What follows belongs to an exercise in optimizing a design on an open flow for small area and a short achievable clock period; a production flow would make more cautious choices.
At most, simulation tests tie the RTL to the original design; equivalence was not proved.
Only the layout flow was run in runs 2 to 5; the RTL was not checked for function there.
Power is estimated from default activity; no workload was simulated.

$ cat design/flow/flow/run.sh
#!/bin/bash
# standard layout, with plain buf_1 cells as the port buffers and without
# the half/full adder cells (synthesis then leaves adders to abc as gates)
set -euo pipefail
DU=" sky130_fd_sc_hd__probe_p_8 sky130_fd_sc_hd__probec_p_8 sky130_fd_sc_hd__lpflow_bleeder_1 sky130_fd_sc_hd__lpflow_clkbufkapwr_1 sky130_fd_sc_hd__lpflow_clkbufkapwr_16 sky130_fd_sc_hd__lpflow_clkbufkapwr_2 sky130_fd_sc_hd__lpflow_clkbufkapwr_4 sky130_fd_sc_hd__lpflow_clkbufkapwr_8 sky130_fd_sc_hd__lpflow_clkinvkapwr_1 sky130_fd_sc_hd__lpflow_clkinvkapwr_16 sky130_fd_sc_hd__lpflow_clkinvkapwr_2 sky130_fd_sc_hd__lpflow_clkinvkapwr_4 sky130_fd_sc_hd__lpflow_clkinvkapwr_8 sky130_fd_sc_hd__lpflow_decapkapwr_12 sky130_fd_sc_hd__lpflow_decapkapwr_3 sky130_fd_sc_hd__lpflow_decapkapwr_4 sky130_fd_sc_hd__lpflow_decapkapwr_6 sky130_fd_sc_hd__lpflow_decapkapwr_8 sky130_fd_sc_hd__lpflow_inputiso0n_1 sky130_fd_sc_hd__lpflow_inputiso0p_1 sky130_fd_sc_hd__lpflow_inputiso1n_1 sky130_fd_sc_hd__lpflow_inputiso1p_1 sky130_fd_sc_hd__lpflow_inputisolatch_1 sky130_fd_sc_hd__lpflow_isobufsrc_1 sky130_fd_sc_hd__lpflow_isobufsrc_16 sky130_fd_sc_hd__lpflow_isobufsrc_2 sky130_fd_sc_hd__lpflow_isobufsrc_4 sky130_fd_sc_hd__lpflow_isobufsrc_8 sky130_fd_sc_hd__lpflow_isobufsrckapwr_16 sky130_fd_sc_hd__lpflow_lsbuf_lh_hl_isowell_tap_1 sky130_fd_sc_hd__lpflow_lsbuf_lh_hl_isowell_tap_2 sky130_fd_sc_hd__lpflow_lsbuf_lh_hl_isowell_tap_4 sky130_fd_sc_hd__lpflow_lsbuf_lh_isowell_4 sky130_fd_sc_hd__lpflow_lsbuf_lh_isowell_tap_1 sky130_fd_sc_hd__lpflow_lsbuf_lh_isowell_tap_2 sky130_fd_sc_hd__lpflow_lsbuf_lh_isowell_tap_4  sky130_fd_sc_hd__fa_1 sky130_fd_sc_hd__fa_2 sky130_fd_sc_hd__fa_4 sky130_fd_sc_hd__ha_1 sky130_fd_sc_hd__ha_2 sky130_fd_sc_hd__ha_4"
bash standard.sh "BUFFER_PORTS_ARGS=-buffer_cell sky130_fd_sc_hd__buf_1" "DONT_USE_CELLS=$DU" finish > make_finish.log 2>&1
$ cat design/flow/standard.sh
#!/bin/bash
# synth_recipe.tcl (not shown) runs the flow's synth.tcl, then flattens the netlist and writes it again
# the make line also repeats each setting of config.mk as NAME=value (left out here)
make -C /OpenROAD-flow-scripts/flow DESIGN_CONFIG=/design/flow/config.mk WORK_HOME=/design/flow/orfs CLKGATE_MAP_FILE= SYNTH_SCRIPT=/design/flow/synth_recipe.tcl "${@:-finish}"
$ cat design/flow/design.v
`default_nettype none
package rv_isa_pkg;
    localparam int unsigned XLEN       = 64;
    localparam int unsigned INST_W     = 32;
    localparam int unsigned REG_ADDR_W = 5;
    typedef logic [XLEN-1:0]       xlen_t;
    typedef logic [INST_W-1:0]     inst_t;
    typedef logic [REG_ADDR_W-1:0] reg_addr_t;
    typedef enum logic [6:0] {
        LOAD      = 7'b0000011,
        OP_IMM    = 7'b0010011,
        OP_IMM_32 = 7'b0011011,
        STORE     = 7'b0100011,
        OP        = 7'b0110011,
        OP_32     = 7'b0111011,
        BRANCH    = 7'b1100011
    } opcode_e;
    typedef enum logic [2:0] {
        ADD_SUB = 3'b000,
        SLL     = 3'b001,
        SLT     = 3'b010,
        SLTU    = 3'b011,
        XOR     = 3'b100,
        SR      = 3'b101,    
        OR      = 3'b110,
        AND     = 3'b111
    } alu_funct3_e;
    typedef enum logic [2:0] {
        BEQ  = 3'b000,
        BNE  = 3'b001,
        BLT  = 3'b100,
        BGE  = 3'b101,
        BLTU = 3'b110,
        BGEU = 3'b111
    } branch_funct3_e;
    typedef enum logic [2:0] {
        BYTE   = 3'b000,
        HALF   = 3'b001,
        WORD   = 3'b010,
        DOUBLE = 3'b011,
        BYTE_U = 3'b100,
        HALF_U = 3'b101,
        WORD_U = 3'b110
    } mem_size_e;
    localparam logic [6:0] FUNCT7_BASE = 7'b0000000;
    localparam logic [6:0] FUNCT7_ALT  = 7'b0100000;   
endpackage
`default_nettype wire
`default_nettype none
package ex_stage_pkg;
    localparam int unsigned MEM_CREDITS = 2;
    localparam int unsigned CREDIT_W    = $clog2(MEM_CREDITS + 1);
    typedef logic [CREDIT_W-1:0] credit_cnt_t;
    typedef struct packed {
        logic [31:0] inst;
        logic [63:0] pc;
        logic [63:0] op1;
        logic [63:0] op2;      
        logic [4:0]            rd;
        logic      rd_we;
    } ex_req_t;
    typedef struct packed {
        logic      valid;
        logic [4:0]            rd;
        logic [63:0] data;
    } wb_t;
    typedef struct packed {
        logic  valid;
        logic [63:0] target;
    } redirect_t;
    typedef struct packed {
        logic      valid;
        logic      we;
        logic [2:0]            size;
        logic [63:0] addr;
        logic [63:0] wdata;
        logic [4:0]            rd;       
    } mem_req_t;
endpackage
`default_nettype wire
`timescale 1ns/1ps
`default_nettype none
module ex_stage_top (
    input  logic        clk_i,
    input  logic        rst_n_i,
    input  logic        valid_i,
    input  logic [31:0] inst_i,
    input  logic [63:0] pc_i,
    input  logic [63:0] op1_i,
    input  logic [63:0] op2_i,
    input  logic [4:0]  rd_i,
    input  logic        rd_we_i,
    output logic        ready_o,
    output logic        wb_valid_o,
    output logic [4:0]  wb_rd_o,
    output logic [63:0] wb_data_o,
    output logic        redirect_valid_o,
    output logic [63:0] redirect_target_o,
    output logic        mem_valid_o,
    output logic        mem_we_o,
    output logic [2:0]  mem_size_o,
    output logic [63:0] mem_addr_o,
    output logic [63:0] mem_wdata_o,
    output logic [4:0]  mem_rd_o,
    input  logic        mem_credit_i
);
    logic [6:0]  opcode;
    logic [2:0]  f3;
    logic [6:0]  f7;
    assign opcode = inst_i[6:0];
    assign f3     = inst_i[14:12];
    assign f7     = inst_i[31:25];
    logic is_op, is_op32, is_imm, is_imm32, is_alu, is_w, is_immf;
    logic is_branch, is_load, is_store, is_mem;
    assign is_op     = (opcode == 7'b0110011);
    assign is_op32   = (opcode == 7'b0111011);
    assign is_imm    = (opcode == 7'b0010011);
    assign is_imm32  = (opcode == 7'b0011011);
    assign is_alu    = is_op || is_op32 || is_imm || is_imm32;
    assign is_w      = is_op32 || is_imm32;
    assign is_immf   = is_imm || is_imm32;
    assign is_branch = (opcode == 7'b1100011);
    assign is_load   = (opcode == 7'b0000011) && (f3 != 3'b111);
    assign is_store  = (opcode == 7'b0100011) && !f3[2];
    assign is_mem    = is_load || is_store;
    logic dp_branch, dp_store, dp_mem, dp_immf, dp_w;
    assign dp_branch = inst_i[6];               
    assign dp_store  = inst_i[5] && !inst_i[4];
    assign dp_mem    = !inst_i[4];              
    assign dp_immf   = !inst_i[5];              
    assign dp_w      = inst_i[3];               
    logic f7_base, f7_alt;
    assign f7_base = (f7[6:1] == 6'b000000) && (is_imm || !f7[0]);
    assign f7_alt  = (f7[6:1] == 6'b010000) && (is_imm || !f7[0]);
    logic legal;
    always_comb begin
        case (f3)
            3'b000:  legal = is_immf || f7_base || f7_alt;
            3'b001:  legal = f7_base;
            3'b101:  legal = f7_base || f7_alt;
            default: legal = !is_w && (is_immf || f7_base);
        endcase
    end
    logic c1_q, c2_q;
    logic issue;
    assign ready_o = !is_mem || c1_q;
    assign issue   = valid_i && is_mem && c1_q;
    always_ff @(posedge clk_i) begin
        if (!rst_n_i) begin
            c1_q <= 1'b1;
            c2_q <= 1'b1;
        end else if (issue && !mem_credit_i) begin
            c1_q <= c2_q;
            c2_q <= 1'b0;
        end else if (!issue && mem_credit_i) begin
            c1_q <= 1'b1;
            c2_q <= c1_q;
        end
    end
    logic        sub;
    logic [63:0] imm_s, x_ab, n_ab, ag, ap;
    logic [63:0] cy;           
    logic [63:0] sum;
    assign sub   = inst_i[30] && inst_i[5] && inst_i[4];    
    assign imm_s = {{52{inst_i[31]}}, inst_i[31:25], inst_i[11:7]};
    assign x_ab  = op1_i ^ op2_i;
    assign n_ab  = op1_i & op2_i;
    logic [63:0] b_sel, b_inv;
    assign b_sel = dp_store ? imm_s : op2_i;
    assign b_inv = b_sel ^ {64{sub}};
    assign ag    = op1_i & b_inv;
    assign ap    = op1_i ^ b_inv;
    logic [64:0] pg_g, pg_p;
    always_comb begin
        pg_g = {ag, sub};
        pg_p = {ap, 1'b0};
        for (int l = 0; l < 7; l++) begin
            for (int i = 0; i < 65; i++) begin
                if (((i + 1) % (2 << l)) == 0) begin
                    pg_g[i] = pg_g[i] | (pg_p[i] & pg_g[i - (1 << l)]);
                    pg_p[i] = pg_p[i] & pg_p[i - (1 << l)];
                end
            end
        end
        for (int l = 5; l >= 0; l--) begin
            for (int i = 0; i < 64; i++) begin
                if (((i + 1) % (2 << l)) == (1 << l) && i >= (2 << l)) begin
                    pg_g[i] = pg_g[i] | (pg_p[i] & pg_g[i - (1 << l)]);
                    pg_p[i] = pg_p[i] & pg_p[i - (1 << l)];
                end
            end
        end
    end
    assign cy  = pg_g[63:0];
    assign sum = ap ^ cy;
    logic [63:0] c_lt, c_eq;
    logic        lt_u, lt_s, eq;
    always_comb begin
        c_lt = ~op1_i & op2_i;
        c_eq = ~x_ab;
        for (int l = 0; l < 6; l++) begin
            for (int i = 0; i < 64; i += (2 << l)) begin
                c_lt[i + (2 << l) - 1] = c_lt[i + (2 << l) - 1] | (c_eq[i + (2 << l) - 1] & c_lt[i + (1 << l) - 1]);
                c_eq[i + (2 << l) - 1] = c_eq[i + (2 << l) - 1] & c_eq[i + (1 << l) - 1];
            end
        end
    end
    assign eq   = c_eq[63];
    assign lt_u = c_lt[63];
    assign lt_s = x_ab[63] ? op1_i[63] : lt_u;
    logic [5:0]  shamt;
    logic        left, arith, fill;
    logic [63:0] sh_in, sh_out;
    assign shamt = dp_immf ? inst_i[25:20] : op2_i[5:0];
    assign left  = !f3[2];
    assign arith = f7[5];
    assign fill  = arith && (dp_w ? op1_i[31] : op1_i[63]);
    always_comb begin
        for (int i = 0; i < 64; i++) begin
            if (left)                sh_in[i] = op1_i[63-i];
            else if (dp_w && i >= 32) sh_in[i] = fill;
            else                     sh_in[i] = op1_i[i];
        end
    end
    logic [127:0] sh_wide;
    assign sh_wide = {{64{fill && !left}}, sh_in} >> {!dp_w && shamt[5], shamt[4:0]};
    assign sh_out  = sh_wide[63:0];
    logic sel_s, sel_y, sel_p, sel_g, sel_lt;
    logic [63:0] res;
    assign sel_s  = dp_mem || f3 == 3'b000;
    assign sel_y  = !dp_mem && f3[1:0] == 2'b01;
    assign sel_p  = !dp_mem && (f3 == 3'b100 || f3 == 3'b110);
    assign sel_g  = !dp_mem && f3[2:1] == 2'b11;
    assign sel_lt = !dp_mem && f3[2:1] == 2'b01;
    always_comb begin
        res = ({64{sel_s}} & sum) | ({64{sel_y}} & sh_out) |
              ({64{sel_p}} & x_ab) | ({64{sel_g}} & n_ab);
        res[0] = res[0] | (sel_lt && (f3[0] ? lt_u : lt_s));
    end
    logic taken;
    always_comb begin
        case (f3[2:1])
            2'b00:   taken = eq ^ f3[0];
            2'b10:   taken = lt_s ^ f3[0];
            2'b11:   taken = lt_u ^ f3[0];
            default: taken = 1'b0;
        endcase
    end
    logic [12:0] imm_b;
    logic [13:0] t_lo;
    logic        t_sgn, t_en;
    logic [50:0] t_x, t_flip;
    logic [63:0] target;
    assign imm_b = {inst_i[31], inst_i[7], inst_i[30:25], inst_i[11:8], 1'b0};
    assign t_lo  = {1'b0, pc_i[12:0]} + {1'b0, imm_b};
    assign t_sgn = inst_i[31];
    assign t_en  = t_lo[13] ^ t_sgn;
    assign t_x   = pc_i[63:13] ^ {51{t_sgn}};
    logic [51:0] fa;
    always_comb begin
        fa = {t_x, t_en};
        for (int l = 0; l < 6; l++) begin
            for (int i = 0; i < 52; i++) begin
                if (((i + 1) % (2 << l)) == 0) fa[i] = fa[i] & fa[i - (1 << l)];
            end
        end
        for (int l = 4; l >= 0; l--) begin
            for (int i = 0; i < 52; i++) begin
                if (((i + 1) % (2 << l)) == (1 << l) && i >= (2 << l)) fa[i] = fa[i] & fa[i - (1 << l)];
            end
        end
    end
    assign t_flip = fa[50:0];
    assign target = {pc_i[63:13] ^ t_flip, t_lo[12:0]};
    logic [63:0] r_q, w_q;
    logic [4:0]  rd_q;
    logic [2:0]  size_q;
    logic        we_q;
    logic        wb_v_q, br_v_q, mem_v_q;
    logic        rev_q, ext_q;
    always_ff @(posedge clk_i) begin
        if (!rst_n_i) begin
            wb_v_q  <= 1'b0;
            br_v_q  <= 1'b0;
            mem_v_q <= 1'b0;
        end else begin
            wb_v_q  <= valid_i && is_alu && legal && rd_we_i;
            br_v_q  <= valid_i && is_branch && taken;
            mem_v_q <= issue;
        end
        r_q    <= res;
        w_q    <= dp_branch ? target : op2_i;
        rd_q   <= rd_i;
        size_q <= f3;
        we_q   <= opcode[5];
        rev_q  <= f3 == 3'b001;
        ext_q  <= opcode[3];
    end
    assign wb_valid_o        = wb_v_q;
    assign wb_rd_o           = rd_q;
    always_comb begin
        for (int i = 0; i < 64; i++) wb_data_o[i] = rev_q ? r_q[63-i] : r_q[i];
        if (ext_q) wb_data_o[63:32] = {32{wb_data_o[31]}};
    end
    assign redirect_valid_o  = br_v_q;
    assign redirect_target_o = w_q;
    assign mem_valid_o       = mem_v_q;
    assign mem_we_o          = we_q;
    assign mem_size_o        = size_q;
    assign mem_addr_o        = r_q;
    assign mem_rd_o          = rd_q;
    always_comb begin
        case (size_q[1:0])
            2'b00:   mem_wdata_o = {56'd0, w_q[7:0]};
            2'b01:   mem_wdata_o = {48'd0, w_q[15:0]};
            2'b10:   mem_wdata_o = {32'd0, w_q[31:0]};
            default: mem_wdata_o = w_q;
        endcase
    end
endmodule
`default_nettype wire
$ cat design/flow/config.mk
export PLATFORM = sky130hd
export DESIGN_NAME = ex_stage_top
export DESIGN_NICKNAME = ex_stage_top
export VERILOG_FILES = /design/flow/design.v
export SDC_FILE = /design/flow/constraint.sdc
export NUM_CORES = 4
export LEC_CHECK = 0
export ABC_AREA = 1
export CAP_MARGIN = 20
export CORE_MARGIN = 2
export CORE_UTILIZATION = 40
export SETUP_SLACK_MARGIN = 3.8
export SLEW_MARGIN = 20
$ cat design/flow/constraint.sdc
create_clock -name core_clock -period 8.0 [get_ports {clk_i}]
set_input_delay 1.6000 -clock core_clock [delete_from_list [all_inputs] [get_ports {clk_i}]]
set_output_delay 1.6000 -clock core_clock [all_outputs]
set_load 0.01 [all_outputs]
==> reports/summary.txt, run 1 <==
mean routed wirelength per cell: 21.81 um
Clock Latency Late Sink: 0.47 ns
Final Util: 49.55%
async set-or-reset flop fraction in the synthesized netlist: 0%
CP required: 8.29 ns
met2 Use GR: 57.74%
Synth top area share: 22.72%
fin crit period: 4.300 ns
number of synthesis warnings: 1
Static Leak: 0.01121 uW
top cells by area, synth: nand2_1 (23%), dfxtp_1 (15%), o21ai_0 (12%), nand3_1 (8.4%), inv_1 (7.6%)
Seq/Total Area, Yosys: 14.92%
Clock Tree Buf Depth: 2
Clk pin slew, worst setup/hold paths: 0.07 ns
setup TNS: 0 ns
Hold WS: 0.4936 ns
detailed-route via count: 25.92k
Rel. slew slack: 44.85%
Synth Register Bits: 144
WS Path Type: primary input to flop
initial antenna violation count: 16
clock sinks: 144
number of buffers created by CTS: 17
die width: 223.8 um
dpl cell area: 21310 um^2
grt met3 use: 11.04%
sequential standard cell area: 2887 um^2
global-route congestion overflow total: 0
DRT antenna net count: 0
ys flop type: dfxtp_1
CP endpoint kind: flop
die footprint: 50090 um^2
pwr/cell area: 153.6 nW/um^2
Post-DP HPWL: 76.14 mm
first-pass GRT wire length: 139.8 mm
layout cells sized above 1: 9.223%
core area: 47750 um^2
peak supply drop: 0.1662 mV
Die Ht: 223.8 um
status: no timing/DRC/antenna violations
Starting Density: 40.48%
M1 GR Usage: 48.39%
Ports: 508
cell row count: 80
Hold Buf Count CTS: 0
fin crit share: 53.75%
DRC viols: 0
Layout area overhead: 22.43%
multi-input logic area: 14670 um^2
Max Cap Violations: 0
drt via density: 5.603
Most Crowded Layer GR: met2
largest net degree at the start of global routing: 102
# setup viols final: 0
cell area after synthesis: 19330 um^2
final net count: 4222
Distinct cells, synth: 59
post-synthesis net count: 3818
drt total wl: 100.9 mm
WP data arrival: 4.59 ns
dominant cell type by area after synthesis: nand2_1
Slew Limit Fails: 0
Post-synth EDFFs: 0
RSZ-0062 raised after global routing: yes
GRT Total Usage: 37.49%
syn_area_per_cell: 5.392 um^2
fillcell total: 5242
vias in the first global route: 22.14k
clk root buf: clkbuf_16
DR pass1 iterations: 8
Initial DRC Count: 2820
hold crit path type: flop to flop
Max Fclk: 232.6 MHz
I/O Buffers: 502
clk_skew: 0.0005138 ns
H-tree levels: 4
CP Max Fanout: 8
cell area after layout: 23660 um^2
TritonCTS clock tree: done
gpl congestion: 1.021
Mapped Cells: 3584
Fin. Hold Viols: 0
worst-margin pin slew: 0.8263 ns
Startpoint Class: primary input
[synthesized netlist by cell type, types with 3 or more instances]
cell and count:
a22oi_1 12, o2111ai_1 36, dfxtp_1 144, or2_1 7, a21boi_0 7, nand3b_1 13, o22ai_1 5, buf_6 12
or2_2 11, a21oi_1 94, buf_4 21, nor3_1 24, clkbuf_1 133, nand3_2 5, xor2_1 124, nand4_1 32
o21bai_1 3, o21ai_1 25, inv_2 18, nor4_1 7, a31oi_1 26, nor2_2 5, nand2_2 8, o21ai_2 6
inv_1 390, xnor2_1 49, buf_2 27, nor2_1 244, clkinv_1 3, buf_1 20, o21ai_0 446, a211oi_1 6
nand3_1 325, o311ai_0 4, nand2_4 6, mux2i_1 43, o211ai_1 44, nand2_1 1170
[sequential cells by signal, summed over array words and instances, names as in the netlist]
register	flops
rd_q	5
r_q	64
wb_v_q	1
ext_q	1
mem_v_q	1
size_q	3
c1_q	1
c2_q	1
we_q	1
br_v_q	1
w_q	64
rev_q	1
[cells by family (layout without fill, tap and decap cells)]
logic type / Yosys count / in the layout / synth area share (%)
mux: 44 / 44 / 2.285
xor+xnor: 173 / 173 / 7.840
buf+inv: 625 / 1034 / 13.20
other cells: 0 / 10 / 0
compound gates: 729 / 729 / 21.23
flops: 144 / 144 / 14.92
simple gates: 1869 / 1877 / 40.53
[where the power goes]
group	leakage, uW	internal [uW]	switching, uW
Sequential	0.00121	817	103
Combinational	0.00969	580	1290
Clock	0.000301	454	392
Total	0.0112	1850	1780
[cell usage in the layout (no fill, tap or decap), types with 14 or more instances in the layout]
cell type / count
clkbuf_16: 25
nand4_1: 32
buf_1: 457
buf_12: 17
xor2_1: 118
buf_4: 54
o2111ai_1: 28
dfxtp_1: 143
clkbuf_2: 23
nand2_4: 14
o21ai_1: 45
buf_2: 14
o21ai_0: 413
a31oi_1: 24
a21oi_1: 92
nand3_2: 17
o211ai_1: 44
nand2_2: 38
nand2_1: 1133
nand3_1: 311
mux2i_1: 42
xnor2_1: 48
inv_2: 25
inv_1: 375
nor3_1: 22
nor2_1: 227
[what timing repair did]
action	in CTS	in global routing
resized for setup	122	167
setup buffers	20	28
endpoints found under the setup margin	112	95
cloned	8	11
pin swaps	15	57
endpoints found under the hold margin	0	0
[area by class of cell]
class / instances / area share, %
Multi-Input combinational cell: 2823 / 62.00
Timing Repair Buffer: 588 / 13.09
Inverter: 412 / 6.727
Sequential cell: 144 / 12.20
Clock inverter: 14 / 0.7086
Timing Repair inverter: 2 / 0.05817
Tap cell: 615 / 3.252
Clock buffer: 18 / 1.856
Antenna cell: 10 / 0.1058
[worst max-delay path, cell delays in order]
cell,delay (ns)
clkbuf_16,0.14
buf_12,0.14
nand2_4,0.06
nor2_4,0.14
buf_12,0.16
clkbuf_16,0.17
nand2_4,0.06
nand2_4,0.11
xor2_4,0.08
nor2_2,0.15
nand2_2,0.06
nor2_1,0.10
nand2_1,0.11
nand2_2,0.17
nand2_2,0.09
o21ai_2,0.19
nand2_1,0.09
nand2_2,0.09
inv_2,0.04
o21ai_2,0.15
nor2_1,0.06
o211ai_1,0.60
[final timing paths]
kind	from	to	slack, ns	depth (start not counted)
worst max-delay path	inst_i[5]	r_q[21]	3.70	22
worst min-delay path	c1_q	c1_q	0.49	2
worst max register to register	c1_q	c2_q	7.10	6
worst min register to register	c1_q	c1_q	0.49	2
[per-layer routing]
metal  wire, um  vias to the layer above  share of wire, %
met2      43080                     1442                43
met5         50                        -             0.050
li1           -                    12500                 -
met1      40170                    11780                40
met3      12760                      191                13
met4       4842                        8               4.8
[metrics by stage]
| step | setup WS (ns) | total power, uW | cells |
|---|---|---|---|
| 2_1_floorplan | 3.803 | 1971 | 3584 |
| 3_3_place_gp | 2.128 | 2586 | 4517 |
| 3_5_place_dp | 2.080 | 2586 | 4517 |
| 4_1_cts | 3.776 | 3488 | 4577 |
| 5_1_grt | 3.650 | 3829 | 4619 |
| 6_report | 3.700 | 3634 | 4626 |
==> run 2, diff against run 1 <==
--- a/design/flow/design.v
+++ b/design/flow/design.v
@@ -127,3 +127,3 @@
     assign dp_branch = inst_i[6];               
-    assign dp_store  = inst_i[5] && !inst_i[4];
+    assign dp_store  = !inst_i[6] && inst_i[5] && !inst_i[4];
     assign dp_mem    = !inst_i[4];              
@@ -163,3 +163,3 @@
     logic [63:0] sum;
-    assign sub   = inst_i[30] && inst_i[5] && inst_i[4];    
+    assign sub   = dp_branch || (!dp_mem && (f3[2:1] == 2'b01 || (f3 == 3'b000 && !dp_immf && f7[5])));
     assign imm_s = {{52{inst_i[31]}}, inst_i[31:25], inst_i[11:7]};
@@ -195,17 +195,6 @@
     assign sum = ap ^ cy;
-    logic [63:0] c_lt, c_eq;
-    logic        lt_u, lt_s, eq;
-    always_comb begin
-        c_lt = ~op1_i & op2_i;
-        c_eq = ~x_ab;
-        for (int l = 0; l < 6; l++) begin
-            for (int i = 0; i < 64; i += (2 << l)) begin
-                c_lt[i + (2 << l) - 1] = c_lt[i + (2 << l) - 1] | (c_eq[i + (2 << l) - 1] & c_lt[i + (1 << l) - 1]);
-                c_eq[i + (2 << l) - 1] = c_eq[i + (2 << l) - 1] & c_eq[i + (1 << l) - 1];
-            end
-        end
-    end
-    assign eq   = c_eq[63];
-    assign lt_u = c_lt[63];
-    assign lt_s = x_ab[63] ? op1_i[63] : lt_u;
+    logic lt_u, lt_s, eq;
+    assign lt_s = x_ab[63] ? op1_i[63] : sum[63];
+    assign lt_u = x_ab[63] ? op2_i[63] : sum[63];
+    assign eq   = !(|x_ab);
     logic [5:0]  shamt;
--- a/design/flow/config.mk
+++ b/design/flow/config.mk
@@ -11,3 +11,3 @@
 export CORE_UTILIZATION = 40
-export SETUP_SLACK_MARGIN = 3.8
+export SETUP_SLACK_MARGIN = 3.0
 export SLEW_MARGIN = 20
==> run 2 against run 1 <==
  * Count of clock-buffer cells in the layout unchanged
  * Via count down 5.1%
  * Clock skew barely moved
  * Power shrank 5.1%
  * Critical path depth is 7 lower
  * Final cell count fell by 2.4%
  * Sequential power about the same
  * Register-to-register slack about the same
  * Global-route usage down 1.6 points
  * Combinational power is 5% lower
==> reports/summary.txt, run 2 <==
hold crit path type: flop to flop
fin crit period: 4.963 ns
Mapped Cells: 3533
Synth top area share: 23.93%
Max Cap Violations: 0
DR pass1 iterations: 6
WP data arrival: 5.15 ns
Layout area overhead: 15.58%
status: no timing/DRC/antenna violations
Startpoint Class: primary input
TritonCTS clock tree: done
most common cell after layout, fill and taps aside: nand2_1
peak supply drop: 0.1665 mV
die footprint: 48770 um^2
Die Ht: 220.8 um
Clk pin slew, worst setup/hold paths: 0.06 ns
post-synthesis mux area share: 1.284%
DRT antenna net count: 0
clk_skew: 0.00004011 ns
largest family of logic cells by synthesized area: simple AND/OR/NAND/NOR gates
mean routed wirelength per cell: 20.57 um
clk root buf: clkbuf_16
fillcell total: 5332
Max Fclk: 201.5 MHz
I/O Buffers: 502
Seq/Total Area, Yosys: 15.33%
Static Leak: 0.01054 uW
pwr/cell area: 158.7 nW/um^2
Post-DP HPWL: 73.36 mm
Largest regs: r_q x64, w_q x64, rd_q x5
vias in the first global route: 21.50k
layout cells sized above 1: 4.252%
top cells by area, synth: nand2_1 (24%), dfxtp_1 (15%), o21ai_0 (12%), inv_1 (8.5%), xor2_1 (5.9%)
Finished Layout Cells: 4517
post-synthesis net count: 3767
cell row count: 79
RSZ-0062 raised after global routing: yes
# setup viols final: 0
worst-margin pin slew: 1.008 ns
syn_area_per_cell: 5.324 um^2
dominant cell type by area after synthesis: nand2_1
detailed-route via count: 24.60k
final net count: 4125
gpl congestion: 1.013
Starting Density: 40.48%
Rel. slew slack: 32.08%
core area: 46460 um^2
Synth Area in Simple Gates: 39.97%
Clock Latency Late Sink: 0.46 ns
global-route congestion overflow total: 0
Post-synth EDFFs: 0
async set-or-reset flop fraction in the synthesized netlist: 0%
xor/xnor share of the synthesized area: 8.336%
clock sinks: 144
Adder-Cell Fraction of Synth Area: 0%
post-synthesis compound-gate area fraction: 21.37%
fin crit share: 62.04%
number of buffers created by CTS: 17
DRC viols: 0
Clock Tree Buf Depth: 2
setup TNS: 0 ns
largest net degree at the start of global routing: 126
CP endpoint kind: flop
ys flop type: dfxtp_1
H-tree levels: 4
Distinct cells, synth: 58
initial antenna violation count: 16
die width: 220.8 um
Fin. Hold Viols: 0
most frequent cells in the layout: nand2_1 (1194), buf_1 (496), o21ai_0 (434)
drt via density: 5.446
GRT Total Usage: 35.86%
cell area after synthesis: 18810 um^2
first-pass GRT wire length: 133.2 mm
number of synthesis warnings: 1
drt total wl: 92.90 mm
most frequent cell after synthesis: nand2_1
CP required: 8.19 ns
WS Path Type: primary input to flop
Ports: 508
Slew Limit Fails: 0
synth cell count leaders: nand2_1 (1199), o21ai_0 (438), inv_1 (427)
Cells after DPL: 4459
Synth Register Bits: 144
CP Max Fanout: 45
Initial DRC Count: 2571
-- run 2: cell count changes in the layout (fill, tap and decap cells not counted), moves of 21 or more --
cell | previous run | this run
o21ai_0 | 413 | 434
inv_1 | 375 | 420
buf_4 | 54 | 31
buf_1 | 457 | 496
o211ai_1 | 44 | 16
nand2_1 | 1133 | 1194
nand3_1 | 311 | 215
-- run 2: logic make-up after synthesis --
family | Yosys count
compound gates | 728
xor+xnor | 179
buf+inv | 642
flops | 144
mux | 24
simple gates | 1816
-- run 2: worst paths after layout --
path | from | to | slack, ns | cells past startpoint
min reg2reg | c1_q | c1_q | 0.51 | 2
max reg2reg | c1_q | c2_q | 7.11 | 6
min | c1_q | c1_q | 0.51 | 2
max | inst_i[5] | r_q[5] | 3.04 | 15
-- run 2: final cells by class --
| type | instances | area (um^2) | share of cell area, % |
|---|---|---|---|
| clock buffers | 18 | 429.2 | 1.974 |
| flip-flops and latches | 144 | 2887 | 13.28 |
| clock inverters | 14 | 110.1 | 0.5065 |
| well taps | 607 | 759.5 | 3.494 |
| inverters | 433 | 1642 | 7.552 |
| repair inverters | 1 | 5.005 | 0.02302 |
| multi-input cells | 2752 | 13580 | 62.49 |
| diodes | 6 | 15.01 | 0.06907 |
| repair buffers | 542 | 2307 | 10.61 |
-- run 2: repair_timing --
item                       4_1_cts  5_1_grt
pin swaps                        2        7
cloned                           1        5
hold buffers                     0        0
setup endpoints to repair       43       74
resized for setup                8       38
buffers inserted                 2       12
-- run 2: power by group --
group          internal (uW)  switching [uW]
sequential               821            99.1
combinational            517            1250
clock                    398             367
total                   1740            1710
-- run 2: per-stage QoR --
step / utilization, % / power [uW] / hold slack [ns] / cell area, um^2 / setup WS [ns]
after floorplan: - / 1982 / 0.4491 / 18810 / 3.539
after global placement: 44.79 / 2616 / 0.4777 / 20810 / 2.114
after detailed placement: 44.79 / 2617 / 0.4836 / 20810 / 2.091
after CTS: 46.10 / 3392 / 0.4947 / 21420 / 2.985
after global routing: 46.77 / 3663 / 0.5262 / 21730 / 2.877
final: 46.79 / 3450 / 0.5129 / 21740 / 3.037
-- run 2: per-layer routing --
| metal | up-vias | GRT usage [%] | share of wire [%] | wire [um] |
|---|---|---|---|---|
| met5 | - | 0 | 0.014 | 13 |
| met4 | 2 | 13.90 | 3.9 | 3627 |
| met3 | 142 | 8.857 | 12 | 10920 |
| met2 | 1212 | 56.61 | 44 | 40720 |
| met1 | 11180 | 46.92 | 40 | 37620 |
| li1 | 12070 | - | - | - |
-- run 2: worst max-delay path, stage by stage --
cell and delay, ns:
clkbuf_4 0.25, buf_4 0.27, nand2_1 0.12, o21ai_4 0.09
inv_4 0.36, buf_4 0.30, o21ai_0 0.11, inv_1 0.10
nand2_1 0.05, o21ai_0 0.20, o21ai_0 0.21, o21ai_0 0.39
nor2_1 0.08, o221ai_1 0.46, o2111ai_1 0.52
==> run 3, diff against run 2 <==
--- a/design/flow/design.v
+++ b/design/flow/design.v
@@ -127,3 +127,3 @@
     assign dp_branch = inst_i[6];               
-    assign dp_store  = !inst_i[6] && inst_i[5] && !inst_i[4];
+    assign dp_store  = inst_i[5] && !inst_i[4];
     assign dp_mem    = !inst_i[4];              
@@ -143,16 +143,20 @@
     end
-    logic c1_q, c2_q;
+    logic n1_q, c2_q;
     logic issue;
-    assign ready_o = !is_mem || c1_q;
-    assign issue   = valid_i && is_mem && c1_q;
+    logic rd_a, rd_b, rd_c;
+    assign rd_a    = !(inst_i[6] || inst_i[4] || inst_i[3]);
+    assign rd_b    = !inst_i[2] && inst_i[1] && inst_i[0];
+    assign rd_c    = !((f3[2] && f3[1] && f3[0]) || (f3[2] && inst_i[5]));
+    assign ready_o = !(n1_q && rd_a && rd_b && rd_c);
+    assign issue   = valid_i && is_mem && !n1_q;
     always_ff @(posedge clk_i) begin
         if (!rst_n_i) begin
-            c1_q <= 1'b1;
+            n1_q <= 1'b0;
             c2_q <= 1'b1;
         end else if (issue && !mem_credit_i) begin
-            c1_q <= c2_q;
+            n1_q <= !c2_q;
             c2_q <= 1'b0;
         end else if (!issue && mem_credit_i) begin
-            c1_q <= 1'b1;
-            c2_q <= c1_q;
+            n1_q <= 1'b0;
+            c2_q <= !n1_q;
         end
@@ -163,3 +167,3 @@
     logic [63:0] sum;
-    assign sub   = dp_branch || (!dp_mem && (f3[2:1] == 2'b01 || (f3 == 3'b000 && !dp_immf && f7[5])));
+    assign sub   = inst_i[30] && inst_i[5] && inst_i[4];    
     assign imm_s = {{52{inst_i[31]}}, inst_i[31:25], inst_i[11:7]};
@@ -195,6 +199,17 @@
     assign sum = ap ^ cy;
-    logic lt_u, lt_s, eq;
-    assign lt_s = x_ab[63] ? op1_i[63] : sum[63];
-    assign lt_u = x_ab[63] ? op2_i[63] : sum[63];
-    assign eq   = !(|x_ab);
+    logic [63:0] c_lt, c_eq;
+    logic        lt_u, lt_s, eq;
+    always_comb begin
+        c_lt = ~op1_i & op2_i;
+        c_eq = ~x_ab;
+        for (int l = 0; l < 6; l++) begin
+            for (int i = 0; i < 64; i += (2 << l)) begin
+                c_lt[i + (2 << l) - 1] = c_lt[i + (2 << l) - 1] | (c_eq[i + (2 << l) - 1] & c_lt[i + (1 << l) - 1]);
+                c_eq[i + (2 << l) - 1] = c_eq[i + (2 << l) - 1] & c_eq[i + (1 << l) - 1];
+            end
+        end
+    end
+    assign eq   = c_eq[63];
+    assign lt_u = c_lt[63];
+    assign lt_s = x_ab[63] ? op1_i[63] : lt_u;
     logic [5:0]  shamt;
@@ -263,2 +278,11 @@
     assign target = {pc_i[63:13] ^ t_flip, t_lo[12:0]};
+    logic [63:0] wdata;
+    always_comb begin
+        case (f3[1:0])
+            2'b00:   wdata = {56'd0, op2_i[7:0]};
+            2'b01:   wdata = {48'd0, op2_i[15:0]};
+            2'b10:   wdata = {32'd0, op2_i[31:0]};
+            default: wdata = op2_i;
+        endcase
+    end
     logic [63:0] r_q, w_q;
@@ -280,3 +304,3 @@
         r_q    <= res;
-        w_q    <= dp_branch ? target : op2_i;
+        w_q    <= dp_branch ? target : wdata;
         rd_q   <= rd_i;
@@ -300,10 +324,3 @@
     assign mem_rd_o          = rd_q;
-    always_comb begin
-        case (size_q[1:0])
-            2'b00:   mem_wdata_o = {56'd0, w_q[7:0]};
-            2'b01:   mem_wdata_o = {48'd0, w_q[15:0]};
-            2'b10:   mem_wdata_o = {32'd0, w_q[31:0]};
-            default: mem_wdata_o = w_q;
-        endcase
-    end
+    assign mem_wdata_o       = w_q;
 endmodule
--- a/design/flow/config.mk
+++ b/design/flow/config.mk
@@ -11,3 +11,4 @@
 export CORE_UTILIZATION = 40
-export SETUP_SLACK_MARGIN = 3.0
+export CTS_BUF_LIST = sky130_fd_sc_hd__clkbuf_4 sky130_fd_sc_hd__clkbuf_8
+export SETUP_SLACK_MARGIN = 3.8
 export SLEW_MARGIN = 20
==> run 3 against run 2 <==
  * Still clean
  * Sequential power fell by 0.4%
  * Synthesized area grew 2.1%
  * Critical path depth unchanged
  * Critical endpoint is now r_q[2]
  * Highest routed layer unchanged
==> reports/summary.txt, run 3 <==
Initial DRC Count: 2989
Slew Limit Fails: 0
Seq/Total Area, Yosys: 15.01%
Synth Register Bits: 144
pwr/cell area: 146.3 nW/um^2
CP Max Fanout: 46
post-synthesis net count: 3751
DRT antenna net count: 0
Distinct cells, synth: 59
Rel. slew slack: 28.23%
TritonCTS clock tree: done
WS Path Type: primary input to flop
final net count: 4118
Static Leak: 0.01056 uW
H-tree levels: 4
Starting Density: 40.40%
Max Cap Violations: 0
initial antenna violation count: 15
overall power: 3335 uW
Ports: 508
Largest regs: r_q x64, w_q x64, rd_q x5
most frequent cell after synthesis: nand2_1
largest net degree at the start of global routing: 125
number of buffers created by CTS: 17
Die Ht: 223.1 um
I/O Buffers: 502
WP data arrival: 4.61 ns
cell area after layout: 22790 um^2
setup TNS: 0 ns
syn_area_per_cell: 5.461 um^2
Post-DP HPWL: 78.23 mm
mean routed wirelength per cell: 22.51 um
drt via density: 5.680
number of synthesis warnings: 1
Max Fclk: 232.9 MHz
dominant cell type by area after synthesis: nand2_1
top cells by area, synth: nand2_1 (22%), dfxtp_1 (15%), o21ai_0 (12%), nand3_1 (8.4%), inv_1 (6.8%)
hold crit path type: flop to flop
layout cells sized above 1: 7.675%
gpl congestion: 1.052
die footprint: 49790 um^2
most frequent cells in the layout: nand2_1 (1118), buf_1 (487), o21ai_0 (429)
DRC viols: 0
DR pass1 iterations: 6
worst-margin pin slew: 1.077 ns
async set-or-reset flop fraction in the synthesized netlist: 0%
Clk pin slew, worst setup/hold paths: 0.10 ns
Hold WS: 0.5281 ns
drt total wl: 101.8 mm
most common cell after layout, fill and taps aside: nand2_1
status: no timing/DRC/antenna violations
Mapped Cells: 3517
GRT Total Usage: 38.62%
clk_skew: 0.01145 ns
Startpoint Class: primary input
detailed-route via count: 25.68k
Synth top area share: 22.38%
fin crit share: 53.66%
CP required: 8.32 ns
fin crit period: 4.293 ns
Post-synth EDFFs: 0
dpl cell area: 20890 um^2
CP endpoint kind: flop
clk root buf: clkbuf_8
core area: 47550 um^2
peak supply drop: 0.1237 mV
cell area after synthesis: 19210 um^2
clock sinks: 144
Fin. Hold Viols: 0
global-route congestion overflow total: 0
cell row count: 80
RSZ-0062 raised after global routing: yes
die width: 223.1 um
Layout area overhead: 18.68%
Clock Tree Buf Depth: 2
first-pass GRT wire length: 142.4 mm
ys flop type: dfxtp_1
synth cell count leaders: nand2_1 (1145), o21ai_0 (462), inv_1 (348)
Clock Latency Late Sink: 0.57 ns
vias in the first global route: 21.97k
# setup viols final: 0
run 3: worst paths after layout:
check | start | end | slack, ns | cells after the start
max reg2reg | n1_q | c2_q | 6.65 | 5
min | c2_q | c2_q | 0.53 | 2
min reg2reg | c2_q | c2_q | 0.53 | 2
max | op2_i[1] | r_q[2] | 3.71 | 15
run 3: metrics by stage:
step	cells	setup WS, ns	util [%]
detailed placement	4411	1.834	43.94
global route	4518	3.665	47.92
global placement	4411	1.836	43.94
finish	4522	3.707	47.94
CTS	4468	3.804	46.03
floorplan	3517	3.827	-
run 3: final cells by class:
| class | instances | area [um^2] |
|---|---|---|
| Timing Repair inverter | 5 | 42.54 |
| Antenna cell | 11 | 27.53 |
| Clock buffer | 19 | 249.0 |
| Sequential cell | 144 | 2888 |
| Tap cell | 615 | 769.5 |
| Clock inverter | 12 | 111.4 |
| Timing Repair Buffer | 594 | 3053 |
| Fill cell | 5418 | 24750 |
| Inverter | 359 | 1389 |
| Multi-Input combinational cell | 2763 | 14260 |
run 3: repair_timing:
action	4_1_cts	5_1_grt
gates cloned	10	10
setup endpoints to repair	115	90
hold buffers	0	0
pin swaps	9	21
buffers inserted	16	33
resized for setup	62	151
run 3: worst max-delay path, cell delays in order:
cell,delay [ns]
buf_1,0.20
inv_1,0.15
nand2_1,0.14
o21ai_4,0.09
inv_2,0.25
buf_6,0.38
nor2_1,0.09
a31oi_1,0.24
nand2_1,0.07
o21ai_1,0.18
o21ai_0,0.16
mux2i_1,0.45
nand2_1,0.11
nand3_1,0.20
o2111ai_1,0.28
run 3: cell families (layout without fill, tap and decap cells):
kind of cell | after synthesis | count (layout) | share of synthesized area (%)
AOI/OAI and AO/OA | 749 | 749 | 22.10
and+or+nand+nor | 1786 | 1791 | 38.54
buffers and inverters | 615 | 989 | 13.86
DFF | 144 | 144 | 15.01
other | 0 | 11 | 0
muxes | 47 | 47 | 2.462
xor gates and xnor gates | 176 | 176 | 8.025
run 3: layer usage:
| metal | GRT usage, % | share of wire, % |
|---|---|---|
| met1 | 49.07 | 39 |
| met5 | 0 | 0.090 |
| met4 | 21.32 | 6.1 |
| met3 | 9.522 | 12 |
| met2 | 59.89 | 43 |
run 3: power breakdown:
part	total [uW]	internal (uW)	switching (uW)
clock	580	251	329
sequential	916	816	100
combinational	1840	562	1280
total	3340	1630	1710
==> run 4, diff against run 3 <==
--- a/design/flow/config.mk
+++ b/design/flow/config.mk
@@ -8,3 +8,3 @@
 export ABC_AREA = 1
-export CAP_MARGIN = 20
+export CAP_MARGIN = 5
 export CORE_MARGIN = 2
@@ -13,2 +13,2 @@
 export SETUP_SLACK_MARGIN = 3.8
-export SLEW_MARGIN = 20
+export SLEW_MARGIN = 5
==> run 4 against run 3 <==
  * Still clean on timing, DRC and antenna
  * Synthesized cell count is the same
  * Synthesized area is the same
  * Flip-flop and latch count is the same
  * Core utilization is the same
  * Sequential share of layout area is the same
  * Register-to-register slack is essentially flat
==> reports/summary.txt, run 4 <==
top cells by area, synth: nand2_1 (22%), dfxtp_1 (15%), o21ai_0 (12%), nand3_1 (8.4%), inv_1 (6.8%)
largest family of logic cells by synthesized area: simple AND/OR/NAND/NOR gates
global-route congestion overflow total: 0
Starting Density: 40.40%
fin crit period: 4.293 ns
CP max stage delay: 0.45 ns
vias in the first global route: 21.97k
GRT Total Usage: 38.62%
CP endpoint kind: flop
number of synthesis warnings: 1
most frequent cell after synthesis: nand2_1
Static Leak: 0.01056 uW
RSZ-0062 raised after global routing: yes
Distinct cells, synth: 59
# setup viols final: 0
Post-synth EDFFs: 0
multi-input logic area: 14260 um^2
core area: 47550 um^2
async set-or-reset flop fraction in the synthesized netlist: 0%
fin crit share: 53.66%
synth cell count leaders: nand2_1 (1145), o21ai_0 (462), inv_1 (348)
Hold Crit Depth: 2
Cells after DPL: 4411
hold crit path type: flop to flop
Hold Buf Count CTS: 0
Synth top area share: 22.38%
Slew Limit Fails: 0
Clock Latency Late Sink: 0.57 ns
Hold WS: 0.5281 ns
Seq/Total Area, Yosys: 15.01%
post-synthesis mux area share: 2.462%
Ports: 508
most frequent CP cell: nand2_1
cell row count: 80
pwr/cell area: 146.3 nW/um^2
Reg-to-Reg End: c2_q
TritonCTS clock tree: done
Max Fclk: 232.9 MHz
DR pass1 iterations: 6
Fin. Hold Viols: 0
final net count: 4118
Clock Tree Buf Depth: 2
WP data arrival: 4.61 ns
clk_skew: 0.01145 ns
post-synthesis compound-gate area fraction: 22.10%
Max Cap Violations: 0
sequential standard cell area: 2888 um^2
Largest regs: r_q x64, w_q x64, rd_q x5
detailed-route via count: 25.68k
largest net degree at the start of global routing: 125
initial antenna violation count: 15
Clk pin slew, worst setup/hold paths: 0.10 ns
Initial DRC Count: 2989
drt total wl: 101.8 mm
Worst Path Buf+Inv: 4
die footprint: 49790 um^2
Final Util: 47.94%
Mapped Cells: 3517
Synth Area in Simple Gates: 38.54%
number of buffers created by CTS: 17
worst r2r path cells: 5
most common cell after layout, fill and taps aside: nand2_1
crit path cell chain: buf_1, inv_1, nand2_1, o21ai_4, inv_2, buf_6, nor2_1, a31oi_1, nand2_1, o21ai_1, o21ai_0, mux2i_1, nand2_1, nand3_1, o2111ai_1
xor/xnor share of the synthesized area: 8.026%
Synth Register Bits: 144
Die Ht: 223.1 um
layout cells sized above 1: 7.675%
worst-margin pin slew: 1.077 ns
DRC viols: 0
drt via density: 5.680
cell area after synthesis: 19210 um^2
Post-DP HPWL: 78.23 mm
WS Path Type: primary input to flop
fillcell total: 5418
I/O Buffers: 502
Startpoint Class: primary input
reg2reg setup slack: 6.65 ns
ys flop type: dfxtp_1
peak supply drop: 0.1237 mV
most frequent cells in the layout: nand2_1 (1118), buf_1 (487), o21ai_0 (429)
CP required: 8.32 ns
die width: 223.1 um
setup TNS: 0 ns
Crit Reg-Reg Startpoint: n1_q
syn_area_per_cell: 5.461 um^2
status: no timing/DRC/antenna violations
H-tree levels: 4
Layout area overhead: 18.68%
first-pass GRT wire length: 142.4 mm
Adder-Cell Fraction of Synth Area: 0%
clk root buf: clkbuf_8
Worst Hold End: c2_q
mean routed wirelength per cell: 22.51 um
clock sinks: 144
dominant cell type by area after synthesis: nand2_1
Crit-path slowest cell: mux2i_1
delay-heaviest family, CP: buffers and inverters
Rel. slew slack: 28.23%
DRT antenna net count: 0
post-synthesis net count: 3751
CP Max Fanout: 46
gpl congestion: 1.052
Finished Layout Cells: 4522
hold path startpoint: c2_q
## run 4: worst max path at each step
stage / start / end / slack [ns] / cells past startpoint
after global placement: inst_i[5] / r_q[61] / 1.84 / 24
after detailed placement: inst_i[5] / r_q[61] / 1.83 / 24
final: op2_i[1] / r_q[2] / 3.71 / 15
after CTS: inst_i[3] / r_q[3] / 3.80 / 16
after floorplan: inst_i[14] / ready_o / 3.83 / 7
after global routing: inst_i[31] / r_q[62] / 3.66 / 29
## run 4: where the power goes
group / total, uW / internal (uW) / switching, uW
registers: 916 / 816 / 100
clock network: 580 / 251 / 329
logic: 1840 / 562 / 1280
total: 3340 / 1630 / 1710
## run 4: final cells by class
cell class / instances / area share (%)
inverter: 359 / 6.093
timing repair buffer: 594 / 13.39
antenna: 11 / 0.1208
sequential: 144 / 12.67
tap: 615 / 3.376
clock inverter: 12 / 0.4885
clock buffer: 19 / 1.092
multi-input combinational: 2763 / 62.58
timing repair inverter: 5 / 0.1866
## run 4: worst reg2reg max path: stages, from the launching register on
cell and delay [ns]:
dfxtp_1 0.34, a2111oi_0 0.40, nand3_1 0.22, nand2_1 0.13, nand2_1 0.05, o221ai_1 0.14
## run 4: layer usage
metal  track usage [%]  wire length (um)  vias to the layer above
li1                  -                 -                    12220
met1             49.07             39840                    11680
met2             59.89             43890                     1495
met3             9.522             11710                      273
met4             21.32              6254                       14
met5                 0                92                        -
## run 4: stage by stage
stage	power [uW]	setup WS, ns	cell area, um^2
global placement	2587	1.836	20890
global route	3531	3.665	22780
floorplan	1970	3.827	19210
CTS	3217	3.804	21880
detailed placement	2587	1.834	20890
finish	3335	3.707	22790
## run 4: repair_timing
| action | in CTS | in global routing |
|---|---|---|
| setup endpoints to repair | 115 | 90 |
| resized for setup | 62 | 151 |
| buffers inserted | 16 | 33 |
| gates cloned | 10 | 10 |
| pin swaps | 9 | 21 |
## run 4: cell families after synthesis
kind of cell | Yosys count
AO/OA/AOI/OAI | 749
XOR/XNOR | 176
multiplexers | 47
AND/OR/NAND/NOR | 1786
flip-flops | 144
buffers and inverters | 615
==> run 5, diff against run 4 <==
--- a/design/flow/config.mk
+++ b/design/flow/config.mk
@@ -8,7 +8,9 @@
 export ABC_AREA = 1
-export CAP_MARGIN = 5
+export CAP_MARGIN = 20
 export CORE_MARGIN = 2
 export CORE_UTILIZATION = 40
-export CTS_BUF_LIST = sky130_fd_sc_hd__clkbuf_4 sky130_fd_sc_hd__clkbuf_8
+export CTS_BUF_LIST = sky130_fd_sc_hd__clkbuf_8
+export CTS_CLUSTER_DIAMETER = 60
+export CTS_CLUSTER_SIZE = 30
 export SETUP_SLACK_MARGIN = 3.8
-export SLEW_MARGIN = 5
+export SLEW_MARGIN = 20
==> run 5 against run 4 <==
  * Hold slack better by 0.0052 ns
  * Non-clock buffer count stayed put
  * Register-to-register slack better by 0.02 ns
  * Clock power down 2%
  * Clock skew barely moved
  * Critical endpoint is now r_q[0]
==> reports/summary.txt, run 5 <==
status: no timing/DRC/antenna violations
CP Max Fanout: 31
vias in the first global route: 21.97k
pwr/cell area: 145.9 nW/um^2
top cells by area, synth: nand2_1 (22%), dfxtp_1 (15%), o21ai_0 (12%), nand3_1 (8.4%), inv_1 (6.8%)
Worst Path Buf+Inv: 4
DRT antenna net count: 0
Starting Density: 40.40%
clk_skew: 0.01130 ns
crit path cell chain: buf_1, inv_1, nand2_1, o21ai_4, buf_4, buf_12, mux2i_1, nand2_1, nand2_1, nor2_1, a31oi_1, o21ai_0, mux2i_2, nand2_1, nand3_1, nand4_1
most frequent cell after synthesis: nand2_1
Static Leak: 0.01056 uW
synth cell count leaders: nand2_1 (1145), o21ai_0 (462), inv_1 (348)
DRC viols: 0
final net count: 4118
setup TNS: 0 ns
WP data arrival: 4.51 ns
met2 Use GR: 59.89%
post-synthesis net count: 3751
TritonCTS clock tree: done
Slew Limit Fails: 0
Max Fclk: 233.9 MHz
Largest regs: r_q x64, w_q x64, rd_q x5
# setup viols final: 0
clock sinks: 144
Cells after DPL: 4411
WS Path Type: primary input to flop
CP max stage delay: 0.42 ns
mean routed wirelength per cell: 22.47 um
most frequent CP cell: nand2_1
Seq/Total Area, Yosys: 15.01%
Mapped Cells: 3517
dominant cell type by area after synthesis: nand2_1
Clk pin slew, worst setup/hold paths: 0.10 ns
Max Cap Violations: 0
Final Util: 47.93%
clock share of power: 17.1%
initial antenna violation count: 15
Fin. Hold Viols: 0
delay-heaviest family, CP: simple AND/OR/NAND/NOR gates
fin crit share: 53.43%
global-route congestion overflow total: 0
Finished Layout Cells: 4523
M1 GR Usage: 49.07%
cell area after synthesis: 19210 um^2
overall power: 3324 uW
largest net degree at the start of global routing: 125
Post-synth EDFFs: 0
Clock Latency Late Sink: 0.56 ns
Gate power share: 55.3%
syn_area_per_cell: 5.461 um^2
net switching power: 1704 uW
ys flop type: dfxtp_1
Synth Register Bits: 144
CP endpoint kind: flop
Rel. slew slack: 28.86%
layout cells sized above 1: 7.623%
Die Ht: 223.1 um
die width: 223.1 um
fillcell total: 5415
first-pass GRT wire length: 142.4 mm
Post-DP HPWL: 78.23 mm
worst-margin pin slew: 1.067 ns
Layout area overhead: 18.65%
Ports: 508
number of synthesis warnings: 1
pre-CTS setup slack: 1.834 ns
I/O Buffers: 502
drt total wl: 101.6 mm
GRT Total Usage: 38.62%
Startpoint Class: primary input
clk root buf: clkbuf_8
gpl congestion: 1.052
Synth top area share: 22.38%
Clock Tree Buf Depth: 2
Distinct cells, synth: 59
core area: 47550 um^2
drt via density: 5.687
RSZ-0062 raised after global routing: yes
Sw Ratio: 51.28%
grt met3 use: 9.522%
fin worst setup slack: 3.725 ns
Hold Buf Count CTS: 0
DR pass1 iterations: 6
sequential standard cell area: 2888 um^2
fin crit period: 4.275 ns
most frequent cells in the layout: nand2_1 (1118), buf_1 (487), o21ai_0 (429)
peak supply drop: 0.1212 mV
Most Crowded Layer GR: met2
die footprint: 49790 um^2
H-tree levels: 4
CP required: 8.24 ns
Initial DRC Count: 3011
most common cell after layout, fill and taps aside: nand2_1
number of buffers created by CTS: 17
cell row count: 80
P_int: 1619 uW
async set-or-reset flop fraction in the synthesized netlist: 0%
Crit-path slowest cell: nand4_1
multi-input logic area: 14260 um^2
detailed-route via count: 25.72k
power share of the sequential group: 27.6%
hold crit path type: flop to flop
[run 5: cell counts after synthesis]
No cell type changed its count.
[run 5: path summary, 6_finish.rpt]
check                start      to  slack (ns)  depth (start not counted)
hold reg to reg       c2_q    c2_q        0.53                          2
setup reg to reg      n1_q    c2_q        6.67                          5
hold / removal        c2_q    c2_q        0.53                          2
setup / recovery  op2_i[0]  r_q[0]        3.73                         16
[run 5: routing by layer]
layer	wire length [um]	share of wire, %	vias up
met5	78	0.077	-
li1	-	-	12230
met3	11380	11	265
met1	40070	39	11720
met4	6245	6.1	12
met2	43850	43	1489
[run 5: power groups by stage]
stage | registers (uW) | clock network (uW) | logic (uW)
floorplan | 929 | 0 | 1040
CTS | 912 | 589 | 1710
detailed placement | 929 | 0 | 1660
global route | 924 | 612 | 1980
global placement | 930 | 0 | 1660
finish | 917 | 569 | 1840
[run 5: cells by family after synthesis]
kind of cell / after synthesis / share of synthesized area (%)
compound gates: 749 / 22.10
xor+xnor: 176 / 8.025
buf+inv: 615 / 13.86
flops: 144 / 15.01
mux: 47 / 2.462
simple gates: 1786 / 38.54
[run 5: per-stage QoR]
stage               hold WS, ns  area [um^2]
global placement         0.5079        20890
finish                   0.5333        22790
floorplan                0.4866        19210
CTS                      0.5334        21880
detailed placement       0.5195        20890
global route             0.5877        22780
[run 5: worst min-delay path, cell delays in order, from the launching register on]
cell and delay, ns:
dfxtp_1 0.33, nand2_1 0.06, o221ai_1 0.09
[run 5: area by class of cell]
type,count,area share [%]
repair inverters,5,0.1867
diodes,12,0.1318
inverters,359,6.094
flip-flops and latches,144,12.67
clock inverters,14,0.5216
multi-input cells,2763,62.59
well taps,615,3.377
clock buffers,17,1.027
repair buffers,594,13.40
[run 5: timing repair]
| action | in CTS | in global routing |
|---|---|---|
| pin swaps | 9 | 21 |
| gates cloned | 10 | 10 |
| setup buffers | 16 | 33 |
| gates resized for setup | 62 | 151 |
| setup endpoints to repair | 115 | 90 |
==> run 6, diff against run 5 <==
--- a/design/flow/design.v
+++ b/design/flow/design.v
@@ -229,3 +229,3 @@
     logic [127:0] sh_wide;
-    assign sh_wide = {{64{fill && !left}}, sh_in} >> {!dp_w && shamt[5], shamt[4:0]};
+    assign sh_wide = {{64{fill && !left}}, sh_in} >> {!dp_w && shamt[5], shamt[4:1], 1'b0};
     assign sh_out  = sh_wide[63:0];
@@ -292,3 +292,3 @@
     logic        wb_v_q, br_v_q, mem_v_q;
-    logic        rev_q, ext_q;
+    logic        rev_q, ext_q, sh1_q, fill_q;
     always_ff @(posedge clk_i) begin
@@ -310,2 +310,4 @@
         ext_q  <= opcode[3];
+        sh1_q  <= f3[1:0] == 2'b01 && shamt[0];    
+        fill_q <= fill && !left;
     end
@@ -313,4 +315,6 @@
     assign wb_rd_o           = rd_q;
+    logic [63:0] wb_sh;
     always_comb begin
-        for (int i = 0; i < 64; i++) wb_data_o[i] = rev_q ? r_q[63-i] : r_q[i];
+        wb_sh = sh1_q ? {fill_q, r_q[63:1]} : r_q;
+        for (int i = 0; i < 64; i++) wb_data_o[i] = rev_q ? wb_sh[63-i] : wb_sh[i];
         if (ext_q) wb_data_o[63:32] = {32{wb_data_o[31]}};
--- a/design/flow/config.mk
+++ b/design/flow/config.mk
@@ -11,6 +11,4 @@
 export CORE_UTILIZATION = 40
-export CTS_BUF_LIST = sky130_fd_sc_hd__clkbuf_8
-export CTS_CLUSTER_DIAMETER = 60
-export CTS_CLUSTER_SIZE = 30
-export SETUP_SLACK_MARGIN = 3.8
+export CTS_BUF_LIST = sky130_fd_sc_hd__clkbuf_4 sky130_fd_sc_hd__clkbuf_8
+export SETUP_SLACK_MARGIN = 4.0
 export SLEW_MARGIN = 20
==> run 6 against run 5 <==
  * Hold slack lost 0.0069 ns
  * Synthesized cell count increased by 0.80%
  * Critical endpoint is now r_q[17]
  * Sequential share of layout area shrank 0.50 points
  * First-iteration DRC count grew 6.8%
  * Flip-flop and latch count grew 2
  * Die area up 0.98%
  * Maximum frequency is 5.8% higher
  * Still clean on timing, DRC and antenna
  * Non-clock buffer count is 42 higher
  * Highest routed layer unchanged
==> reports/summary.txt, run 6 <==
status: no timing/DRC/antenna violations
number of buffers created by CTS: 17
Crit Reg-Reg Startpoint: n1_q
Clock Tree Buf Depth: 2
cell area after layout: 24050 um^2
hold crit path type: flop to flop
Crit-path slowest cell: o21ai_0
Clk pin slew, worst setup/hold paths: 0.10 ns
post-synthesis compound-gate area fraction: 22.56%
cell row count: 80
dominant cell type by area after synthesis: nand2_1
fin crit period: 4.039 ns
Synth top area share: 21.88%
CP Max Fanout: 16
delay-heaviest family, CP: compound AO/OA/AOI/OAI gates
I/O Buffers: 502
overall power: 3500 uW
post-synthesis mux area share: 0.5160%
synth cell count leaders: nand2_1 (1131), o21ai_0 (414), inv_1 (324)
Post-DP HPWL: 74.80 mm
multi-input logic area: 14860 um^2
xor/xnor share of the synthesized area: 8.217%
WP data arrival: 4.40 ns
final net count: 4183
core area: 47850 um^2
drt via density: 5.775
Initial DRC Count: 3217
first-pass GRT wire length: 144.9 mm
largest net degree at the start of global routing: 102
Startpoint Class: primary input
Static Leak: 0.01104 uW
vias in the first global route: 22.91k
worst-margin pin slew: 1.034 ns
worst r2r path cells: 5
CP endpoint kind: flop
Mapped Cells: 3545
clock sinks: 146
reg2reg setup slack: 6.68 ns
detailed-route via count: 26.50k
Post-synth EDFFs: 0
dpl cell area: 20940 um^2
clk_skew: 0.001006 ns
gpl congestion: 1.004
RSZ-0062 raised after global routing: yes
Starting Density: 40.54%
Max Cap Violations: 0
most frequent cells in the layout: nand2_1 (1082), buf_1 (479), o21ai_0 (376)
Clock Latency Late Sink: 0.57 ns
Hold Crit Depth: 2
TritonCTS clock tree: done
most frequent cell after synthesis: nand2_1
setup TNS: 0 ns
CP required: 8.36 ns
mean routed wirelength per cell: 22.60 um
layout cells sized above 1: 11.79%
top cells by area, synth: nand2_1 (22%), dfxtp_1 (15%), o21ai_0 (11%), nand3_1 (7.8%), inv_1 (6.3%)
CP startpoint: op1_i[31]
global-route congestion overflow total: 0
most common cell after layout, fill and taps aside: nand2_1
Slew Limit Fails: 0
fin crit share: 50.49%
CP max stage delay: 0.34 ns
DR pass1 iterations: 6
# setup viols final: 0
syn_area_per_cell: 5.472 um^2
Ports: 508
Max Fclk: 247.6 MHz
cell area after synthesis: 19400 um^2
largest family of logic cells by synthesized area: simple AND/OR/NAND/NOR gates
Seq/Total Area, Yosys: 15.07%
Worst Hold End: c2_q
async set-or-reset flop fraction in the synthesized netlist: 0%
DRT antenna net count: 0
Synth Area in Simple Gates: 39.96%
sequential standard cell area: 2928 um^2
ys flop type: dfxtp_1
die footprint: 50270 um^2
Die Ht: 224.2 um
post-synthesis net count: 3779
fillcell total: 5205
initial antenna violation count: 16
peak supply drop: 0.1108 mV
Largest regs: r_q x64, w_q x64, rd_q x5
Synth Register Bits: 146
GRT Total Usage: 38.86%
DRC viols: 0
H-tree levels: 4
Reg-to-Reg End: c2_q
Layout area overhead: 23.99%
die width: 224.2 um
crit path cell chain: buf_1, inv_2, a21oi_2, nor2_2, clkinvlp_4, buf_12, a22oi_1, nand2_1, o21ai_0, o21ai_0, nand2_1, nand2_1, o21ai_0, nor2_1, o21ai_2, o2111ai_2
Fin. Hold Viols: 0
pwr/cell area: 145.5 nW/um^2
Distinct cells, synth: 61
WS Path Type: primary input to flop
clk root buf: clkbuf_8
number of synthesis warnings: 1
Adder-Cell Fraction of Synth Area: 0%
Rel. slew slack: 31.09%
hold path startpoint: c2_q
drt total wl: 103.7 mm
Worst Path Buf+Inv: 4
==> run 6: changes by cell type after synthesis, moves of 13 or more <==
| cell | change |
|---|---|
| o21ai_0 | -48 |
| nor2_1 | +38 |
| mux2i_1 | -35 |
| or2_2 | +31 |
| inv_1 | -24 |
| nand3_1 | -22 |
| a22oi_1 | +20 |
| a21oi_1 | +17 |
| nand2_1 | -14 |
| clkbuf_1 | +13 |
==> run 6: cell families after synthesis <==
logic type      after synthesis
mux                          10
buf+inv                     603
simple gates               1844
flops                       146
compound gates              760
xor+xnor                    182
==> run 6: how the worst max path moves through the flow <==
stage	cells after the start	endpoint	slack (ns)
3_5_place_dp	27	r_q[62]	1.92
4_1_cts	7	ready_o	3.93
2_1_floorplan	7	ready_o	3.92
5_1_grt	26	r_q[62]	3.90
3_3_place_gp	27	r_q[62]	1.97
6_report	16	r_q[17]	3.96
==> run 6: tightest hold or removal path, cell delays in order, from the launching register on <==
cell and delay, ns:
dfxtp_1 0.33, nand2_1 0.06, o221ai_1 0.09
==> run 6: through the flow <==
stage	util [%]	setup slack, ns	hold slack, ns	cells
floorplan	-	3.919	0.4866	3545
global placement	43.76	1.970	0.5026	4420
detailed placement	43.76	1.921	0.5114	4420
CTS	47.35	3.931	0.5281	4520
global route	50.24	3.904	0.5444	4582
finish	50.27	3.961	0.5264	4588
==> run 6: timing repair <==
| action | 4_1_cts | 5_1_grt |
|---|---|---|
| cloned | 23 | 9 |
| gates resized for setup | 115 | 240 |
| hold buffers | 0 | 0 |
| pin swaps | 20 | 60 |
| buffers inserted | 45 | 48 |
| setup endpoints to repair | 137 | 108 |
==> run 6: layout make-up <==
cell class,count,area share (%)
clock buffer,18,1.030
tap,615,3.199
inverter,334,5.514
clock inverter,14,0.6763
timing repair buffer,636,15.38
antenna,11,0.1144
sequential,146,12.17
timing repair inverter,4,0.1457
multi-input combinational,2810,61.76
==> run 6: where the power goes <==
group	leakage, uW	total [uW]	switching (uW)	internal, uW
sequential	0.00123	965	139	825
combinational	0.00961	1890	1280	610
clock	0.000205	643	375	268
==> run 6: layer usage <==
metal / vias up / global-route usage, % / wire length (um)
met3: 312 / 11.13 / 14640
met2: 1734 / 59.21 / 43720
met4: 4 / 21.23 / 6582
met5: - / 0 / 23
met1: 11990 / 49.39 / 38710
li1: 12460 / - / -

==> port drivers added, routing unchanged <==
Ports are ideal in the flow. The routed layouts listed here were re-timed in OpenROAD. Step 1 assumes that a clkbuf_16 drives the clock port and a buf_2 every other input. Step 2 times the ports against the registers' clock, not the clock port: input delays grow and output delays shrink by t, the midpoint of the rising clock arrivals with the driver on. a / b / c = ideal / step 1 / step 2; a / b = the first two.
run	t, ns	slack for setup (ns)	hold slack, ns	worst register clock-pin slew, ns
run 1	0.532	3.700 / 3.696 / 3.164	0.494 / 0.494 / 0.494	0.08 / 0.08
run 2	0.538	3.037 / 3.074 / 2.536	0.513 / 0.513 / 0.513	0.08 / 0.08
run 3	0.605	3.707 / 3.679 / 3.074	0.528 / 0.528 / 0.528	0.10 / 0.10
run 4	0.605	3.707 / 3.679 / 3.074	0.528 / 0.528 / 0.528	0.10 / 0.10
run 5	0.597	3.725 / 3.712 / 3.115	0.533 / 0.533 / 0.533	0.10 / 0.10
run 6	0.617	3.961 / 3.927 / 3.310	0.526 / 0.526 / 0.526	0.11 / 0.11
After both steps setup and hold are still met in every run listed. The setup slack of run 6, which loses most, moves by -0.034 ns with the drivers and by -0.651 ns with both steps.
